From an optimization exercise on the open Yosys and OpenROAD flow, aimed at small area, a short achievable clock period and few clock cycles per item; shortcuts taken in it are not production practice. Where RTL was checked, it was by simulation tests only, not by an equivalence proof against the original. No activity file was given, so power comes from the tool's default toggle rates.

==> 11-08: inputs <==
==> flow/design.v <==
package esdk_pkg;
    localparam int MAX_ITEMS_DEF = 16;
    localparam int KEY_BITS_DEF  = 64;
    function automatic logic [63:0] order_rank(input logic [63:0] k);
        order_rank = k[63] ? ~k : (k | {1'b1, 63'd0});
    endfunction
    function automatic logic [63:0] rank_key(input logic [63:0] r);
        rank_key = r[63] ? (r & {1'b0, {63{1'b1}}}) : ~r;
    endfunction
    function automatic logic key_lt(input logic [63:0] a, input logic [63:0] b);
        logic [63:0] g, p;
        g = ~a & b;
        p = ~a | b;
        for (int w = 32; w >= 1; w = w / 2) begin
            for (int k = 0; k < w; k++) begin
                g[k] = g[2*k+1] | (p[2*k+1] & g[2*k]);
                p[k] = p[2*k+1] & p[2*k];
            end
        end
        key_lt = g[0];
    endfunction
endpackage
module exchange_sort_double_keys_unit #(
    parameter int MAX_ITEMS = esdk_pkg::MAX_ITEMS_DEF,
    parameter int KEY_BITS  = esdk_pkg::KEY_BITS_DEF
) (
    input  logic                aclk,
    input  logic                aresetn,
    input  logic                s_valid,
    output logic                s_ready,
    input  logic [KEY_BITS-1:0] s_key,
    input  logic                s_last,
    output logic                m_valid,
    input  logic                m_ready,
    output logic [KEY_BITS-1:0] m_sorted_key,
    output logic                m_end_of_set,
    output logic                m_dropped
);
    localparam int N  = MAX_ITEMS;
    localparam int CW = $clog2(MAX_ITEMS + 1);    
    localparam int PW = $clog2(MAX_ITEMS);        
    logic [KEY_BITS-1:0] key_q [N];
    logic [PW-1:0]       pos_q [N];
    logic [N-1:0]        vld_q, cls_q, eos_q, drp_q;
    logic [N-1:0]        head_q;    
    logic [N-1:0]        omax_q;    
    logic [N-1:0]        pend1_q;   
    logic [N-1:0]        pend2_q;   
    logic [N-1:0]        gt_q;      
    logic [CW-1:0]       base1_q;   
    logic [CW-1:0]       base2_q;   
    logic [CW-1:0]       pcnt_q;    
    logic [CW-1:0]       nvld_q;    
    logic [CW-1:0]       ocnt_q;    
    logic                a_vld_q, a_last_q, b_vld_q, b_last_q;
    logic [KEY_BITS-1:0] a_key_q, b_key_q;
    logic [N-1:0]        lt_q;      
    logic [N-1:0]        lt_a;      
    logic                b_load;
    logic full, ovf, drain, consume, ins, close;
    logic [N-1:0] gt, inc, first_free, wsel, wen, vld_n, omax_n;
    logic         no_gt, new_head;
    logic [CW-1:0] pcnt;
    logic [CW-1:0] pend2_pos;
    assign full    = nvld_q[CW-1];           
    assign ovf     = ocnt_q[CW-1];           
    logic                o1_vld_q, o1_eos_q, o1_drp_q;
    logic [KEY_BITS-1:0] o1_key_q;
    logic                head_rdy_q, sr_q, o1_load;
    logic                head_rdy;
    assign head_rdy = head_rdy_q;
    assign o1_load  = !o1_vld_q || m_ready;
    assign drain    = head_rdy && o1_load;
    assign m_valid  = o1_vld_q;
    assign consume = b_vld_q && (ovf || !full || drain);
    assign ins     = consume && !ovf;
    assign close   = consume && b_last_q;
    assign b_load  = !b_vld_q || consume;
    assign s_ready = sr_q || (head_rdy_q && m_ready);
    logic [KEY_BITS-1:0] head_key;
    always_comb begin
        head_key = '0;
        for (int j = 0; j < N; j++) head_key = head_key | (key_q[j] & {KEY_BITS{head_q[j]}});
    end
    logic [KEY_BITS-1:0] hd_key;
    logic                hd_eos, hd_drp;
    assign hd_key = esdk_pkg::rank_key(head_key);
    assign hd_eos = |(head_q & eos_q);
    assign hd_drp = |(head_q & drp_q);
    assign m_sorted_key = o1_key_q;
    assign m_end_of_set = o1_eos_q;
    assign m_dropped    = o1_drp_q;
    always_ff @(posedge aclk) begin
        if (o1_load) begin
            o1_key_q <= hd_key;
            o1_eos_q <= hd_eos;
            o1_drp_q <= hd_drp;
        end
        if (!aresetn) begin
            o1_vld_q <= 1'b0;
        end else if (o1_load) begin
            o1_vld_q <= drain;
        end
    end
    logic lt_ab;
    assign lt_ab = esdk_pkg::key_lt(a_key_q, b_key_q);
    genvar g;
    for (g = 0; g < N; g++) begin : g_cmp
        assign lt_a[g] = wen[g] ? lt_ab : esdk_pkg::key_lt(a_key_q, key_q[g]);
        assign gt[g]   = vld_q[g] && !cls_q[g] && lt_q[g];
    end
    assign no_gt = ~|gt;
    assign new_head = ~|(vld_q & cls_q & ~(head_q & {N{drain}})) && (gt == (vld_q & ~cls_q));
    always_comb begin
        first_free = '0;
        for (int j = N - 1; j >= 0; j--) if (!vld_q[j]) first_free = N'(1) << j;
    end
    assign wsel = ins ? (full ? head_q : first_free) : '0;
    assign wen  = full ? (head_q & {N{ins}}) : first_free;
    logic [CW-1:0] pc_l1 [8];
    logic [CW-1:0] pc_l2 [4];
    logic [CW-1:0] pc_l3 [2];
    for (g = 0; g < 8; g++) begin : g_pc1
        assign pc_l1[g] = CW'(gt_q[2*g]) + CW'(gt_q[2*g+1]);
    end
    for (g = 0; g < 4; g++) begin : g_pc2
        assign pc_l2[g] = pc_l1[2*g] + pc_l1[2*g+1];
    end
    for (g = 0; g < 2; g++) begin : g_pc3
        assign pc_l3[g] = pc_l2[2*g] + pc_l2[2*g+1];
    end
    assign pcnt = pc_l3[0] + pc_l3[1];
    assign pend2_pos = base2_q - pcnt_q;
    assign inc    = gt & {N{ins}};
    assign omax_n = (ins && no_gt) ? wsel : omax_q;
    logic [N-1:0] head_k, head_n, cand1, cand2;
    logic         any_head, p1_first;
    for (g = 0; g < N; g++) begin : g_head
        logic z0, z1;
        assign z0 = (pos_q[g] == PW'(0));
        assign z1 = (pos_q[g] == PW'(1));
        assign head_k[g] = !pend1_q[g] && !pend2_q[g] && !wsel[g] && vld_n[g] && !inc[g] &&
                           (drain ? z1 : z0);
    end
    assign vld_n    = wsel | (vld_q & ~(head_q & {N{drain}}));
    assign any_head = (|head_k) || (ins && new_head);
    assign cand1    = pend1_q & vld_n & ~wsel;
    assign cand2    = pend2_q & vld_n & ~wsel;
    assign p1_first = |(gt_q & pend2_q);
    assign head_n   = head_k | (wsel & {N{new_head}}) |
                      (any_head ? '0 :
                       ((|cand1) && (|cand2)) ? (p1_first ? cand1 : cand2) :
                       (cand1 | cand2));
    for (g = 0; g < N; g++) begin : g_slot
        logic [PW-1:0] pos_c;
        assign pos_c = pend2_q[g] ? PW'(pend2_pos) : pos_q[g];
        always_ff @(posedge aclk) begin
            if (wen[g]) key_q[g] <= b_key_q;
            pos_q[g]  <= inc[g] ? (drain ? pos_c : pos_c + PW'(1))
                                : (drain ? pos_c - PW'(1) : pos_c);
            cls_q[g]  <= cls_n[g];
            eos_q[g]  <= (!wsel[g] && eos_q[g]) || (close && omax_n[g]);
            drp_q[g]  <= !wsel[g] && (drp_q[g] || (close && ovf));
        end
    end
    logic          a_vld_n, b_vld_n, o1_vld_n, full_n, ovf_n, head_rdy_n;
    logic [CW-1:0] nvld_n, ocnt_n;
    logic [N-1:0]  cls_n;
    assign a_vld_n  = s_ready ? s_valid : a_vld_q;
    assign b_vld_n  = b_load ? a_vld_q : b_vld_q;
    assign o1_vld_n = o1_load ? drain : o1_vld_q;
    assign nvld_n   = ins ? (drain ? nvld_q : nvld_q + CW'(1))
                          : (drain ? nvld_q - CW'(1) : nvld_q);
    assign ocnt_n   = close ? '0 : ins ? ocnt_q + CW'(1) : ocnt_q;
    assign full_n   = nvld_n[CW-1];
    assign ovf_n    = ocnt_n[CW-1];
    assign cls_n    = {N{close}} | (~wsel & cls_q);
    assign head_rdy_n = |(head_n & cls_n);
    always_ff @(posedge aclk) begin
        omax_q  <= omax_n;
        pend1_q <= wsel;
        pend2_q <= pend1_q & ~wsel;
        gt_q    <= gt;
        pcnt_q  <= pcnt;
        base1_q <= nvld_q - CW'(drain);
        base2_q <= (|(inc & pend1_q)) ? (drain ? base1_q : base1_q + CW'(1))
                                      : (drain ? base1_q - CW'(1) : base1_q);
        if (s_ready) begin
            a_key_q  <= esdk_pkg::order_rank(s_key);
            a_last_q <= s_last;
        end
        if (b_load) begin
            b_key_q  <= a_key_q;
            b_last_q <= a_last_q;
            lt_q     <= lt_a;
        end
        if (!aresetn) begin
            vld_q    <= '0;
            head_q   <= '0;
            nvld_q   <= '0;
            ocnt_q   <= '0;
            sr_q       <= 1'b1;
            head_rdy_q <= 1'b0;
            a_vld_q  <= 1'b0;
            b_vld_q  <= 1'b0;
        end else begin
            vld_q    <= vld_n;
            head_q   <= head_n;
            nvld_q   <= nvld_n;
            sr_q       <= !a_vld_n || !b_vld_n || ovf_n || !full_n ||
                          (head_rdy_n && !o1_vld_n);
            head_rdy_q <= head_rdy_n;
            ocnt_q   <= ocnt_n;
            a_vld_q  <= a_vld_n;
            b_vld_q  <= b_vld_n;
        end
    end
endmodule
==> flow/flow/run.sh <==
#!/bin/bash
# Standard layout, except that synthesis maps logic with a delay-targeted ABC script
# (flow/abc_speed.script in place of ORFS's scripts/abc_speed.script). Everything else,
# including the rest of the synthesis script, is ORFS's own.
set -euo pipefail
W=$(pwd)
rm -rf "$W/scripts_abc"
cp -r "$FLOW_HOME/scripts" "$W/scripts_abc"
cp "$W/flow/abc_speed.script" "$W/scripts_abc/abc_speed.script"
bash "$W/standard.sh" "SCRIPTS_DIR=$W/scripts_abc" synth > "$W/synth.log" 2>&1
bash "$W/standard.sh" > "$W/layout.log" 2>&1
==> flow/flow/abc_speed.script <==
strash
dch
map -D 800
topo
buffer -c
upsize -c
dnsize -c
==> flow/standard.sh <==
#!/bin/bash
# synth_recipe.tcl (not shown) runs the flow's synth.tcl, then flattens the netlist and writes it again
# the make line also repeats each setting of config.mk as NAME=value (left out here)
make -C /OpenROAD-flow-scripts/flow DESIGN_CONFIG=/design/flow/config.mk WORK_HOME=/design/flow/orfs CLKGATE_MAP_FILE= SYNTH_SCRIPT=/design/flow/synth_recipe.tcl "${@:-finish}"
==> flow/config.mk <==
export PLATFORM = sky130hd
export DESIGN_NAME = exchange_sort_double_keys_unit
export DESIGN_NICKNAME = exchange_sort_double_keys_unit
export VERILOG_FILES = /design/flow/design.v
export SDC_FILE = /design/flow/constraint.sdc
export NUM_CORES = 4
export LEC_CHECK = 0
export CAP_MARGIN = 20
export CORE_MARGIN = 2
export CORE_UTILIZATION = 45
export SETUP_SLACK_MARGIN = 2.8
export SLEW_MARGIN = 20
==> flow/constraint.sdc <==
create_clock -name core_clock -period 6.0 [get_ports {aclk}]
set_input_delay 1.2000 -clock core_clock [delete_from_list [all_inputs] [get_ports {aclk}]]
set_output_delay 1.2000 -clock core_clock [all_outputs]
set_load 0.01 [all_outputs]
==> 08-18 (differences from 11-08) <==
==> flow/design.v, changed modules only <==
module exchange_sort_double_keys_unit #(
    parameter int MAX_ITEMS = esdk_pkg::MAX_ITEMS_DEF,
    parameter int KEY_BITS  = esdk_pkg::KEY_BITS_DEF
) (
    input  logic                aclk,
    input  logic                aresetn,
    input  logic                s_valid,
    output logic                s_ready,
    input  logic [KEY_BITS-1:0] s_key,
    input  logic                s_last,
    output logic                m_valid,
    input  logic                m_ready,
    output logic [KEY_BITS-1:0] m_sorted_key,
    output logic                m_end_of_set,
    output logic                m_dropped
);
    localparam int N  = MAX_ITEMS;
    localparam int CW = $clog2(MAX_ITEMS + 1);    
    localparam int PW = $clog2(MAX_ITEMS);        
    logic [KEY_BITS-1:0] key_q [N];
    logic [PW-1:0]       pos_q [N];
    logic [N-1:0]        vld_q, cls_q, eos_q, drp_q;
    logic [N-1:0]        head_q;    
    logic [N-1:0]        omax_q;    
    logic [N-1:0]        pend1_q;   
    logic [N-1:0]        pend2_q;   
    logic [N-1:0]        gt_q;      
    logic [CW-1:0]       base1_q;   
    logic [CW-1:0]       base2_q;   
    logic [CW-1:0]       pcnt_q;    
    logic [CW-1:0]       nvld_q;    
    logic [CW-1:0]       ocnt_q;    
    logic                a_vld_q, a_last_q, b_vld_q, b_last_q;
    logic [KEY_BITS-1:0] a_key_q, b_key_q;
    logic [N-1:0]        lt_q;      
    logic [N-1:0]        lt_a;      
    logic                b_load;
    logic full, ovf, drain, consume, ins, close;
    logic [N-1:0] gt, inc, first_free, wsel, wen, vld_n, omax_n;
    logic         no_gt, new_head;
    logic [CW-1:0] pcnt;
    logic [CW-1:0] pend2_pos;
    assign full    = nvld_q[CW-1];           
    assign ovf     = ocnt_q[CW-1];           
    logic                o1_vld_q, o1_eos_q, o1_drp_q, o2_vld_q, o2_eos_q, o2_drp_q;
    logic [KEY_BITS-1:0] o1_key_q, o2_key_q;
    logic                head_rdy, o1_load;
    assign head_rdy = |(head_q & cls_q);
    assign drain    = head_rdy && !o2_vld_q;
    assign o1_load  = !o1_vld_q || m_ready;
    assign m_valid  = o1_vld_q;
    assign consume = b_vld_q && (ovf || !full || drain);
    assign ins     = consume && !ovf;
    assign close   = consume && b_last_q;
    assign b_load  = !b_vld_q || consume;
    assign s_ready = !a_vld_q || b_load;
    logic [KEY_BITS-1:0] head_key;
    always_comb begin
        head_key = '0;
        for (int j = 0; j < N; j++) head_key = head_key | (key_q[j] & {KEY_BITS{head_q[j]}});
    end
    logic [KEY_BITS-1:0] hd_key;
    logic                hd_eos, hd_drp;
    assign hd_key = esdk_pkg::rank_key(head_key);
    assign hd_eos = |(head_q & eos_q);
    assign hd_drp = |(head_q & drp_q);
    assign m_sorted_key = o1_key_q;
    assign m_end_of_set = o1_eos_q;
    assign m_dropped    = o1_drp_q;
    always_ff @(posedge aclk) begin
        if (o1_load) begin
            o1_key_q <= o2_vld_q ? o2_key_q : hd_key;
            o1_eos_q <= o2_vld_q ? o2_eos_q : hd_eos;
            o1_drp_q <= o2_vld_q ? o2_drp_q : hd_drp;
        end
        if (!o1_load && !o2_vld_q) begin
            o2_key_q <= hd_key;
            o2_eos_q <= hd_eos;
            o2_drp_q <= hd_drp;
        end
        if (!aresetn) begin
            o1_vld_q <= 1'b0;
            o2_vld_q <= 1'b0;
        end else if (o1_load) begin
            o1_vld_q <= o2_vld_q || drain;
            o2_vld_q <= 1'b0;
        end else if (drain) begin
            o2_vld_q <= 1'b1;
        end
    end
    logic lt_ab;
    assign lt_ab = esdk_pkg::key_lt(a_key_q, b_key_q);
    genvar g;
    for (g = 0; g < N; g++) begin : g_cmp
        assign lt_a[g] = wen[g] ? lt_ab : esdk_pkg::key_lt(a_key_q, key_q[g]);
        assign gt[g]   = vld_q[g] && !cls_q[g] && lt_q[g];
    end
    assign no_gt = ~|gt;
    assign new_head = ~|(vld_q & cls_q & ~(head_q & {N{drain}})) && (gt == (vld_q & ~cls_q));
    always_comb begin
        first_free = '0;
        for (int j = N - 1; j >= 0; j--) if (!vld_q[j]) first_free = N'(1) << j;
    end
    assign wsel = ins ? (full ? head_q : first_free) : '0;
    assign wen  = full ? (head_q & {N{ins}}) : first_free;
    logic [CW-1:0] pc_l1 [8];
    logic [CW-1:0] pc_l2 [4];
    logic [CW-1:0] pc_l3 [2];
    for (g = 0; g < 8; g++) begin : g_pc1
        assign pc_l1[g] = CW'(gt_q[2*g]) + CW'(gt_q[2*g+1]);
    end
    for (g = 0; g < 4; g++) begin : g_pc2
        assign pc_l2[g] = pc_l1[2*g] + pc_l1[2*g+1];
    end
    for (g = 0; g < 2; g++) begin : g_pc3
        assign pc_l3[g] = pc_l2[2*g] + pc_l2[2*g+1];
    end
    assign pcnt = pc_l3[0] + pc_l3[1];
    assign pend2_pos = base2_q - pcnt_q;
    assign inc    = gt & {N{ins}};
    assign omax_n = (ins && no_gt) ? wsel : omax_q;
    logic [N-1:0] head_k, head_n, cand1, cand2;
    logic         any_head, p1_first;
    for (g = 0; g < N; g++) begin : g_head
        logic z0, z1;
        assign z0 = (pos_q[g] == PW'(0));
        assign z1 = (pos_q[g] == PW'(1));
        assign head_k[g] = !pend1_q[g] && !pend2_q[g] && !wsel[g] && vld_n[g] && !inc[g] &&
                           (drain ? z1 : z0);
    end
    assign vld_n    = wsel | (vld_q & ~(head_q & {N{drain}}));
    assign any_head = (|head_k) || (ins && new_head);
    assign cand1    = pend1_q & vld_n & ~wsel;
    assign cand2    = pend2_q & vld_n & ~wsel;
    assign p1_first = |(gt_q & pend2_q);
    assign head_n   = head_k | (wsel & {N{new_head}}) |
                      (any_head ? '0 :
                       ((|cand1) && (|cand2)) ? (p1_first ? cand1 : cand2) :
                       (cand1 | cand2));
    for (g = 0; g < N; g++) begin : g_slot
        logic [PW-1:0] pos_c;
        assign pos_c = pend2_q[g] ? PW'(pend2_pos) : pos_q[g];
        always_ff @(posedge aclk) begin
            if (wen[g]) key_q[g] <= b_key_q;
            pos_q[g]  <= inc[g] ? (drain ? pos_c : pos_c + PW'(1))
                                : (drain ? pos_c - PW'(1) : pos_c);
            cls_q[g]  <= close || (!wsel[g] && cls_q[g]);
            eos_q[g]  <= (!wsel[g] && eos_q[g]) || (close && omax_n[g]);
            drp_q[g]  <= !wsel[g] && (drp_q[g] || (close && ovf));
        end
    end
    always_ff @(posedge aclk) begin
        omax_q  <= omax_n;
        pend1_q <= wsel;
        pend2_q <= pend1_q & ~wsel;
        gt_q    <= gt;
        pcnt_q  <= pcnt;
        base1_q <= nvld_q - CW'(drain);
        base2_q <= (|(inc & pend1_q)) ? (drain ? base1_q : base1_q + CW'(1))
                                      : (drain ? base1_q - CW'(1) : base1_q);
        if (s_ready) begin
            a_key_q  <= esdk_pkg::order_rank(s_key);
            a_last_q <= s_last;
        end
        if (b_load) begin
            b_key_q  <= a_key_q;
            b_last_q <= a_last_q;
            lt_q     <= lt_a;
        end
        if (!aresetn) begin
            vld_q    <= '0;
            head_q   <= '0;
            nvld_q   <= '0;
            ocnt_q   <= '0;
            a_vld_q  <= 1'b0;
            b_vld_q  <= 1'b0;
        end else begin
            vld_q    <= vld_n;
            head_q   <= head_n;
            nvld_q   <= ins ? (drain ? nvld_q : nvld_q + CW'(1))
                            : (drain ? nvld_q - CW'(1) : nvld_q);
            ocnt_q   <= close ? '0 : ins ? ocnt_q + CW'(1) : ocnt_q;
            if (s_ready) a_vld_q <= s_valid;
            if (b_load)  b_vld_q <= a_vld_q;
        end
    end
endmodule
Settings changed: CORE_UTILIZATION 45 to 35, SETUP_SLACK_MARGIN 2.8 to 2.5.
==> notes.md <==
Result of the run: 11-08 complete, no violations; 08-18 complete, no violations
Met3 capacity usage during global routing: 11-08 9.456%; 08-18 6.987%
Fraction of cell area in non-clock buffers: 11-08 6.049%; 08-18 4.478%
Gates resized, CTS repair: 11-08 377; 08-18 134
Antenna diode count: 11-08 6; 08-18 5
Share of synthesized area spent on multiplexers: 11-08 0.02698%; 08-18 0.1817%
Startpoint of the worst-slack reg-to-reg timing path: 11-08 ocnt_q[4]; 08-18 a_key_q[53]
Dpl cell area: 11-08 78,950 µm²; 08-18 82,450 µm²
Count of multi-input combinational gates: 11-08 4,708; 08-18 4,885
P per Cell Area: 11-08 311.3 nW/µm²; 08-18 334.5 nW/µm²
Sw frac: 11-08 29.05%; 08-18 31.56%
Standard-cell row count: 11-08 149; 08-18 172
Count of flip-flops with a built-in enable after synthesis: 11-08 1,236; 08-18 1,302
Worst endpoint required time: 11-08 6.70 ns; 08-18 4.80 ns
Floorplan Core Area: 11-08 164,400 µm²; 08-18 219,300 µm²
Net load switching power: 11-08 8.076 mW; 08-18 9.489 mW
Met1 usage in global routing: 11-08 53.17%; 08-18 42.94%
Flop+latch power: 11-08 12.2 mW; 08-18 13.4 mW
Total number of sequential cells: 11-08 1,471; 08-18 1,536
Actual transition at the worst max-transition pin: 11-08 1.034 ns; 08-18 1.077 ns
Cell count after synthesis: 11-08 7,527; 08-18 7,762
Critical path buffer and inverter count: 11-08 5; 08-18 1
Worst reg-to-reg path cell count: 11-08 18; 08-18 9
Clk network pwr share: 11-08 39.4%; 08-18 36.7%
Post-route cell area: 11-08 89,300 µm²; 08-18 89,870 µm²
Unique masters post-synth: 11-08 85; 08-18 76
Worst slack at placement: 11-08 0.3397 ns; 08-18 1.150 ns
Testbench counts of 11-08, summed over its fixed seeds: cycles 4,907, items 4,755.
Only the layout flow was run in 08-18; the RTL was not checked for function there.

## port drivers added, routing unchanged
In the flow no input, the clock included, has a driving cell. The finished layouts below were timed again as built, in two steps. Step 1 assumes that a clkbuf_16 drives the clock port and a buf_2 every other input. Step 2 moves the port delays by t, midway between the first and last clock arrival at a register: inputs arrive t later, outputs are due t later. That takes back most of the time a late clock gives input paths. Slacks: ideal ports / drivers / drivers and shift; pairs: ideal ports / drivers.
| run | t (ns) | slack for setup (ns) | worst hold slack (ns) | worst data-port slew with drivers (ns) |
|---|---|---|---|---|
| 11-08 | 0.921 | 2.510 / 2.492 / 1.571 | 0.427 / 0.427 / 0.427 | 0.14 |
| 08-18 | 0.941 | 2.357 / 2.265 / 2.119 | 0.437 / 0.437 / 0.437 | 0.09 |
After both steps every run listed still meets setup and hold. For 11-08, which loses most, drivers alone change the setup slack by -0.018 ns; drivers and shift together by -0.939 ns.
